This is an optimization exercise on Yosys and OpenROAD, whose aim is small area and a short achievable clock period, not a production implementation.
Where RTL was checked, it was by simulation tests only, not by an equivalence proof against the original.
No activity file was given, so power comes from the tool's default toggle rates.

==> build 59: inputs <==
Design data_bus, start of the top module:
module data_bus #(
  parameter int RAM_WORDS = 64,
  parameter int DEBOUNCE  = 4
) (
  input  logic        clk,
  input  logic        reset,
  input  logic        memwrite,
  input  logic [31:0] addr,
  input  logic [31:0] writedata,
  output logic [31:0] readdata,
  input  logic [4:0]  SW,
  output logic [6:0]  gled,
  output logic [6:0]  gled2,
  output logic [6:0]  gled3,
  output logic [6:0]  gled4
);
clock: 7.0 ns
lec_check: 0
cap_margin: 5
core_margin: 2
core_utilization: 55
place_density: 0.75
setup_slack_margin: 1.8
slew_margin: 5
standard.sh (not shown) runs the stock make flow with config.mk's settings and CLKGATE_MAP_FILE= SYNTH_SCRIPT=/design/flow/synth_recipe.tcl, a recipe that flattens the netlist after the stock synthesis.
==> flow/flow/run.sh <==
#!/bin/bash
# Own flow: the standard layout (standard.sh) with these changes:
#  - synthesis reads flow/impl.v, the RTL with its address decode and load path written as
#    explicit standard cells (made by gen/make_impl.py; same registers, same function);
#  - the rest of the logic is mapped with an area-oriented ABC script (flow/abc_area.script);
#    registers, their names and cell types are as in the standard synthesis;
#  - ports are buffered with buf_4 rather than a delay cell;
#  - clock tree synthesis uses larger sink clusters of clkbuf_16 without dummy loads.
# Each tool's output is kept in a log file in this folder.
set -euo pipefail
WORK=$(pwd)
export MY_WORK=$WORK
export MY_ABC_SCRIPT=$WORK/flow/abc_area.script
export CTS_ARGS="-sink_clustering_enable -repair_clock_nets -sink_clustering_size 25 -sink_clustering_max_diameter 100 -buf_list sky130_fd_sc_hd__clkbuf_16 -dont_use_dummy_load"
export BUFFER_PORTS_ARGS="-buffer_cell sky130_fd_sc_hd__buf_4"
sed -e "s#SYNTH_SCRIPT=[^ ]*#SYNTH_SCRIPT=$WORK/flow/my_synth.tcl VERILOG_FILES=$WORK/flow/impl.v#" standard.sh > my_standard.sh
grep -q "my_synth.tcl" my_standard.sh
bash my_standard.sh > flow_make.log 2>&1
for f in orfs/logs/*/data_bus/base/*.log; do cp "$f" "log_$(basename "$f")"; done
test -f out/final.def
Other scripts of this flow, unchanged in this note and not shown: flow/flow/abc_area.script, flow/flow/impl.v, flow/flow/my_synth.tcl
==> trial 77: changes against build 59 <==
--- a/flow/config.mk
+++ b/flow/config.mk
@@ -10,4 +10,3 @@
 export CORE_UTILIZATION = 55
-export PLACE_DENSITY = 0.75
-export SETUP_SLACK_MARGIN = 1.8
+export SETUP_SLACK_MARGIN = 1.3
 export SLEW_MARGIN = 5
==> qor summary <==
quantity                                                               build 59        trial 77
Number of vias per cell after detailed routing                             7.40            6.97
Slowest stage delay, CP                                                  490 ps          470 ps
Clk power                                                               6120 uW         6100 uW
Number of vias after detailed routing                                     48100           44100
Final Critical Period                                                   5310 ps         5660 ps
Met3 wire length                                                  39100 microns   22600 microns
Area growth from synthesis to final layout                                13.2%           9.64%
Met1 track demand over resource                                           41.8%           43.2%
GRT Total Usage                                                           31.1%           29.7%
Total stage count of the critical path                                       12              10
Worst setup startpoint                                                  addr[7]         addr[4]
Transition time at the pin with the least slew margin                   1410 ps         1180 ps
Result of the run                                                finished clean  finished clean
Data arrival time of the critical path                                  3910 ps         4260 ps
Critical Path Sink                                                 readdata[12]    readdata[26]
Lkg Pwr                                                               0.0267 uW       0.0257 uW
Standard cell with the maximum stage delay on the critical path         nand4_1         o21ai_2
Buffers plus inverters on the worst setup path                                6               4
Post-detailed-placement half-perimeter wirelength                118000 microns  124000 microns
Pre-Repair DR Iteration Count                                                13              11
Portion of total power attributed to sequential cells                     67.2%           67.7%
Setup slack of the worst register-to-register path                      3700 ps         3690 ps
Share of cell area taken by flip-flops and latches                        71.8%           74.1%
Fraction of layout cells with a size suffix above 1                       18.1%           14.9%
Antenna Diode Count                                                           6               3

========
==> 09-08: inputs <==
Another version of the RTL of data_bus (not shown whole).
==> module data_bus, before the edit <==
module data_bus #(
  parameter int RAM_WORDS = 64,
  parameter int DEBOUNCE  = 4
) (
  input  logic        clk,
  input  logic        reset,
  input  logic        memwrite,
  input  logic [31:0] addr,
  input  logic [31:0] writedata,
  output logic [31:0] readdata,
  input  logic [4:0]  SW,
  output logic [6:0]  gled,
  output logic [6:0]  gled2,
  output logic [6:0]  gled3,
  output logic [6:0]  gled4
);
  localparam int AW = $clog2(RAM_WORDS);
  localparam int CW = (DEBOUNCE < 2) ? 1 : $clog2(DEBOUNCE);
  logic [31:0]   r_ram [RAM_WORDS];
  logic [15:0]   r_disp;
  logic [4:0]    r_sw_s1;
  logic [4:0]    r_sw_s2;
  logic [4:0]    r_sw_cand;
  logic [CW-1:0] r_db_cnt;
  logic [4:0]    r_swreg;
  logic [31:0]   r_timer;
  logic [31:0]   r_cmp;
  logic          r_match;
  logic          w_page0;
  logic          w_ram_blk;
  logic          w_per_blk;
  logic [RAM_WORDS-1:0] w_sel_ram;
  logic [7:0]    w_sel_per;
  assign w_page0   = (addr[31:16] == 16'h0000);
  assign w_ram_blk = w_page0 && (addr[15:AW+2] == '0);
  assign w_per_blk = w_page0 && (addr[15:5] == 11'h7F8);
  always_comb begin
    for (int i = 0; i < RAM_WORDS; i++) w_sel_ram[i] = (addr[AW+1:2] == AW'(i));
    for (int i = 0; i < 8; i++)         w_sel_per[i] = (addr[4:2] == 3'(i));
  end
  function automatic logic [6:0] seg7(input logic [3:0] h);
    case (h)
      4'h0: seg7 = 7'b1000000;
      4'h1: seg7 = 7'b1111001;
      4'h2: seg7 = 7'b0100100;
      4'h3: seg7 = 7'b0110000;
      4'h4: seg7 = 7'b0011001;
      4'h5: seg7 = 7'b0010010;
      4'h6: seg7 = 7'b0000010;
      4'h7: seg7 = 7'b1111000;
      4'h8: seg7 = 7'b0000000;
      4'h9: seg7 = 7'b0010000;
      4'hA: seg7 = 7'b0001000;
      4'hB: seg7 = 7'b0000011;
      4'hC: seg7 = 7'b1000110;
      4'hD: seg7 = 7'b0100001;
      4'hE: seg7 = 7'b0000110;
      default: seg7 = 7'b0001110;
    endcase
  endfunction
  logic [15:0] w_disp_shown;
  assign w_disp_shown = reset ? r_disp : 16'h0000;
  assign gled  = seg7(w_disp_shown[3:0]);
  assign gled2 = seg7(w_disp_shown[7:4]);
  assign gled3 = seg7(w_disp_shown[11:8]);
  assign gled4 = seg7(w_disp_shown[15:12]);
  logic [31:0] w_rd_ram;
  logic [31:0] w_rd_per;
  always_comb begin
    w_rd_ram = 32'h0;
    for (int i = 0; i < RAM_WORDS; i++) w_rd_ram = w_rd_ram | (r_ram[i] & {32{w_sel_ram[i]}});
    w_rd_per = ({16'h0, r_disp}   & {32{w_sel_per[0]}})
             | ({27'h0, r_swreg}  & {32{w_sel_per[1]}})
             | (r_timer           & {32{w_sel_per[2]}})
             | (r_cmp             & {32{w_sel_per[3]}})
             | ({31'h0, r_match}  & {32{w_sel_per[4]}});
    readdata = (w_rd_ram & {32{w_ram_blk}}) | (w_rd_per & {32{w_per_blk}});
  end
  for (genvar i = 0; i < RAM_WORDS; i++) begin : g_ram
    logic w_we;
    assign w_we = memwrite && w_ram_blk && w_sel_ram[i];
    always_ff @(posedge clk) begin
      r_ram[i] <= (r_ram[i] & {32{~w_we}}) | (writedata & {32{w_we}});
    end
  end
  always_ff @(posedge clk) begin
    if (!reset) begin
      r_disp <= 16'h0000;
      r_cmp  <= 32'hFFFF_FFFF;
    end else if (memwrite) begin
      if (w_per_blk && w_sel_per[0]) r_disp <= writedata[15:0];
      if (w_per_blk && w_sel_per[3]) r_cmp  <= writedata;
    end
  end
  always_ff @(posedge clk) begin
    if (!reset) begin
      r_timer <= 32'h0;
      r_match <= 1'b0;
    end else begin
      if (memwrite && w_per_blk && w_sel_per[2]) r_timer <= writedata;
      else                          r_timer <= r_timer + 32'd1;
      if (r_timer == r_cmp)                              r_match <= 1'b1;
      else if (memwrite && w_per_blk && w_sel_per[4] && writedata[0]) r_match <= 1'b0;
    end
  end
  always_ff @(posedge clk) begin
    if (!reset) begin
      r_sw_s1   <= 5'h0;
      r_sw_s2   <= 5'h0;
      r_sw_cand <= 5'h0;
      r_db_cnt  <= '0;
      r_swreg   <= 5'h0;
    end else begin
      r_sw_s1 <= SW;
      r_sw_s2 <= r_sw_s1;
      if (r_sw_s2 == r_swreg) begin
        r_sw_cand <= r_sw_s2;
        r_db_cnt  <= '0;
      end else if (r_sw_s2 != r_sw_cand) begin
        r_sw_cand <= r_sw_s2;
        r_db_cnt  <= CW'(1);
      end else if (r_db_cnt == CW'(DEBOUNCE - 1)) begin
        r_swreg  <= r_sw_s2;
        r_db_cnt <= '0;
      end else begin
        r_db_cnt <= r_db_cnt + 1'b1;
      end
    end
  end
endmodule
clock: 7.0 ns
lec_check: 0
cap_margin: 20
core_margin: 2
core_utilization: 55
setup_slack_margin: 1.5
slew_margin: 20
==> flow/flow/run.sh <==
#!/bin/bash
# Own flow: the standard layout (standard.sh) with two changes:
#  - synthesis maps the combinational logic with an area-oriented ABC script
#    (flow/abc_area.script); registers, their names and cell types are untouched;
#  - clock tree synthesis uses larger sink clusters of clkbuf_16 without dummy loads.
# Each tool's output is kept in a log file in this folder.
set -euo pipefail
WORK=$(pwd)
export MY_WORK=$WORK
export MY_ABC_SCRIPT=$WORK/flow/abc_area.script
export CTS_ARGS="-sink_clustering_enable -repair_clock_nets -sink_clustering_size 25 -sink_clustering_max_diameter 100 -buf_list sky130_fd_sc_hd__clkbuf_16 -dont_use_dummy_load"
sed -e "s#SYNTH_SCRIPT=[^ ]*#SYNTH_SCRIPT=$WORK/flow/my_synth.tcl#" standard.sh > my_standard.sh
grep -q "my_synth.tcl" my_standard.sh
bash my_standard.sh > flow_make.log 2>&1
for f in orfs/logs/*/data_bus/base/*.log; do cp "$f" "log_$(basename "$f")"; done
test -f out/final.def
==> flow/flow/abc_area.script <==
strash
ifraig
scorr
dc2
dch -f
map -a
topo
stime -c
==> flow/flow/my_synth.tcl <==
# Standard synthesis (synth_recipe.tcl, unchanged) with one difference: the combinational
# mapping step uses an area-oriented ABC script (flow/abc_area.script). Registers, their
# names and cell types are exactly as in the standard synthesis.
proc abc {args} {
  set i [lsearch -exact $args -script]
  if {$i >= 0} { lset args [expr {$i+1}] $::env(MY_ABC_SCRIPT) }
  puts "own flow: abc $args"
  yosys abc {*}$args
}
source $::env(MY_WORK)/synth_recipe.tcl
==> 05-21 (differences from 09-08) <==
--- a/flow/design.v
+++ b/flow/design.v
@@ -34,8 +34,8 @@
   assign w_page0   = (addr[31:16] == 16'h0000);
   assign w_ram_blk = w_page0 && (addr[15:AW+2] == '0);
-  assign w_per_blk = w_page0 && (addr[15:5] == 11'h7F8);
+  assign w_per_blk = w_page0 && (addr[15:5] == 11'h7FE);
   always_comb begin
-    for (int i = 0; i < RAM_WORDS; i++) w_sel_ram[i] = (addr[AW+1:2] == AW'(i));
-    for (int i = 0; i < 8; i++)         w_sel_per[i] = (addr[4:2] == 3'(i));
+    for (int i = 0; i < RAM_WORDS; i++) w_sel_ram[i] = w_ram_blk && (addr[AW+1:2] == AW'(i));
+    for (int i = 0; i < 8; i++)         w_sel_per[i] = w_per_blk && (addr[4:2] == 3'(i));
   end
   function automatic logic [6:0] seg7(input logic [3:0] h);
@@ -65,19 +65,16 @@
   assign gled3 = seg7(w_disp_shown[11:8]);
   assign gled4 = seg7(w_disp_shown[15:12]);
-  logic [31:0] w_rd_ram;
-  logic [31:0] w_rd_per;
   always_comb begin
-    w_rd_ram = 32'h0;
-    for (int i = 0; i < RAM_WORDS; i++) w_rd_ram = w_rd_ram | (r_ram[i] & {32{w_sel_ram[i]}});
-    w_rd_per = ({16'h0, r_disp}   & {32{w_sel_per[0]}})
-             | ({27'h0, r_swreg}  & {32{w_sel_per[1]}})
-             | (r_timer           & {32{w_sel_per[2]}})
-             | (r_cmp             & {32{w_sel_per[3]}})
-             | ({31'h0, r_match}  & {32{w_sel_per[4]}});
-    readdata = (w_rd_ram & {32{w_ram_blk}}) | (w_rd_per & {32{w_per_blk}});
+    readdata = 32'h0;
+    for (int i = 0; i < RAM_WORDS; i++) readdata = readdata | (r_ram[i] & {32{w_sel_ram[i]}});
+    readdata = readdata | ({16'h0, r_disp}   & {32{w_sel_per[0]}});
+    readdata = readdata | ({27'h0, r_swreg}  & {32{w_sel_per[1]}});
+    readdata = readdata | (r_timer           & {32{w_sel_per[2]}});
+    readdata = readdata | (r_cmp             & {32{w_sel_per[3]}});
+    readdata = readdata | ({31'h0, r_match}  & {32{w_sel_per[4]}});
   end
   for (genvar i = 0; i < RAM_WORDS; i++) begin : g_ram
     logic w_we;
-    assign w_we = memwrite && w_ram_blk && w_sel_ram[i];
+    assign w_we = memwrite && w_sel_ram[i];
     always_ff @(posedge clk) begin
       r_ram[i] <= (r_ram[i] & {32{~w_we}}) | (writedata & {32{w_we}});
@@ -89,6 +86,6 @@
       r_cmp  <= 32'hFFFF_FFFF;
     end else if (memwrite) begin
-      if (w_per_blk && w_sel_per[0]) r_disp <= writedata[15:0];
-      if (w_per_blk && w_sel_per[3]) r_cmp  <= writedata;
+      if (w_sel_per[0]) r_disp <= writedata[15:0];
+      if (w_sel_per[3]) r_cmp  <= writedata;
     end
   end
@@ -98,8 +95,8 @@
       r_match <= 1'b0;
     end else begin
-      if (memwrite && w_per_blk && w_sel_per[2]) r_timer <= writedata;
+      if (memwrite && w_sel_per[2]) r_timer <= writedata;
       else                          r_timer <= r_timer + 32'd1;
       if (r_timer == r_cmp)                              r_match <= 1'b1;
-      else if (memwrite && w_per_blk && w_sel_per[4] && writedata[0]) r_match <= 1'b0;
+      else if (memwrite && w_sel_per[4] && writedata[0]) r_match <= 1'b0;
     end
   end
==> flow/flow/run.sh (replaced) <==
#!/bin/bash
# Own flow: the standard layout (standard.sh), with the synthesis step's ABC mapping
# script replaced by flow/abc_area.script. Each tool's output goes to a log in this folder.
set -euo pipefail
WORK=$(pwd)
export MY_WORK=$WORK
export MY_ABC_SCRIPT=$WORK/flow/abc_area.script
EXTRA="${MY_EXTRA_MAKE_VARS:-}"
sed -e "s#SYNTH_SCRIPT=[^ ]*#SYNTH_SCRIPT=$WORK/flow/my_synth.tcl $EXTRA#" standard.sh > my_standard.sh
grep -q "my_synth.tcl" my_standard.sh
bash my_standard.sh > flow_make.log 2>&1
cp orfs/logs/*/data_bus/base/*.log . 2>/dev/null || true
test -f out/final.def
--- a/flow/config.mk
+++ b/flow/config.mk
@@ -8,5 +8,7 @@
 export CAP_MARGIN = 20
 export CORE_MARGIN = 2
-export CORE_UTILIZATION = 55
+export CORE_UTILIZATION = 50
+export CTS_BUF_LIST = sky130_fd_sc_hd__clkbuf_4 sky130_fd_sc_hd__clkbuf_8
+export CTS_CLUSTER_SIZE = 30
 export SETUP_SLACK_MARGIN = 1.5
 export SLEW_MARGIN = 20
==> comparison <==
In combinational power, 09-08 is at 2.9 times the value of 05-21.
In sequential power, 09-08 and 05-21 hardly differ.
Of 09-08 and 05-21, 05-21 has the higher first-iteration DRC count (gap about 18%, measured against 05-21).
Between 05-21 and 09-08, the lower utilization is in 05-21 (gap 3.1 points).
In 05-21 the cell area is higher than in 09-08, by about 3.8%.
Against 09-08, the fmax of 05-21 is higher by about 4.6%.
Against 09-08, the worst hold slack of 05-21 is lower by 0.0053 ns.
Against 05-21, the global-route usage of 09-08 is higher by 0.77 points.
Register-to-register slack: 09-08 is better than 05-21 (1.4 ns).
Function was not checked in any run of this note: the RTL went through the layout flow alone.

-- port drivers added, routing unchanged --
The flow's constraints put no driver on any port. The routed layouts listed below were extracted and timed again, unchanged, in two steps. Step 1 assumes that a clkbuf_16 drives the clock port and a buf_2 every other input. Step 2, shift: input delay + t, output delay - t, t = (earliest + latest rising clock arrival at the registers) / 2. This alone moves slack from input paths to output paths. a / b / c = no drivers / after step 1 / after step 2; a / b = the first two.
run	t (ns)	slack for setup (ns)	latest minus earliest clock arrival (ns)	slew at the worst register clock pin (ns)
build 59	0.798	1.691 / 1.487 / 1.487	0.118 / 0.118	0.10 / 0.10
trial 77	0.793	1.340 / 1.155 / 1.155	0.049 / 0.050	0.11 / 0.11
09-08	0.820	1.184 / 1.104 / 1.104	0.073 / 0.073	0.11 / 0.11
05-21	1.147	1.440 / 1.396 / 1.396	0.092 / 0.093	0.07 / 0.07
After both steps setup and hold are still met in every run listed. For build 59, which loses most, drivers alone change the setup slack by -0.204 ns; drivers and shift together by -0.204 ns.
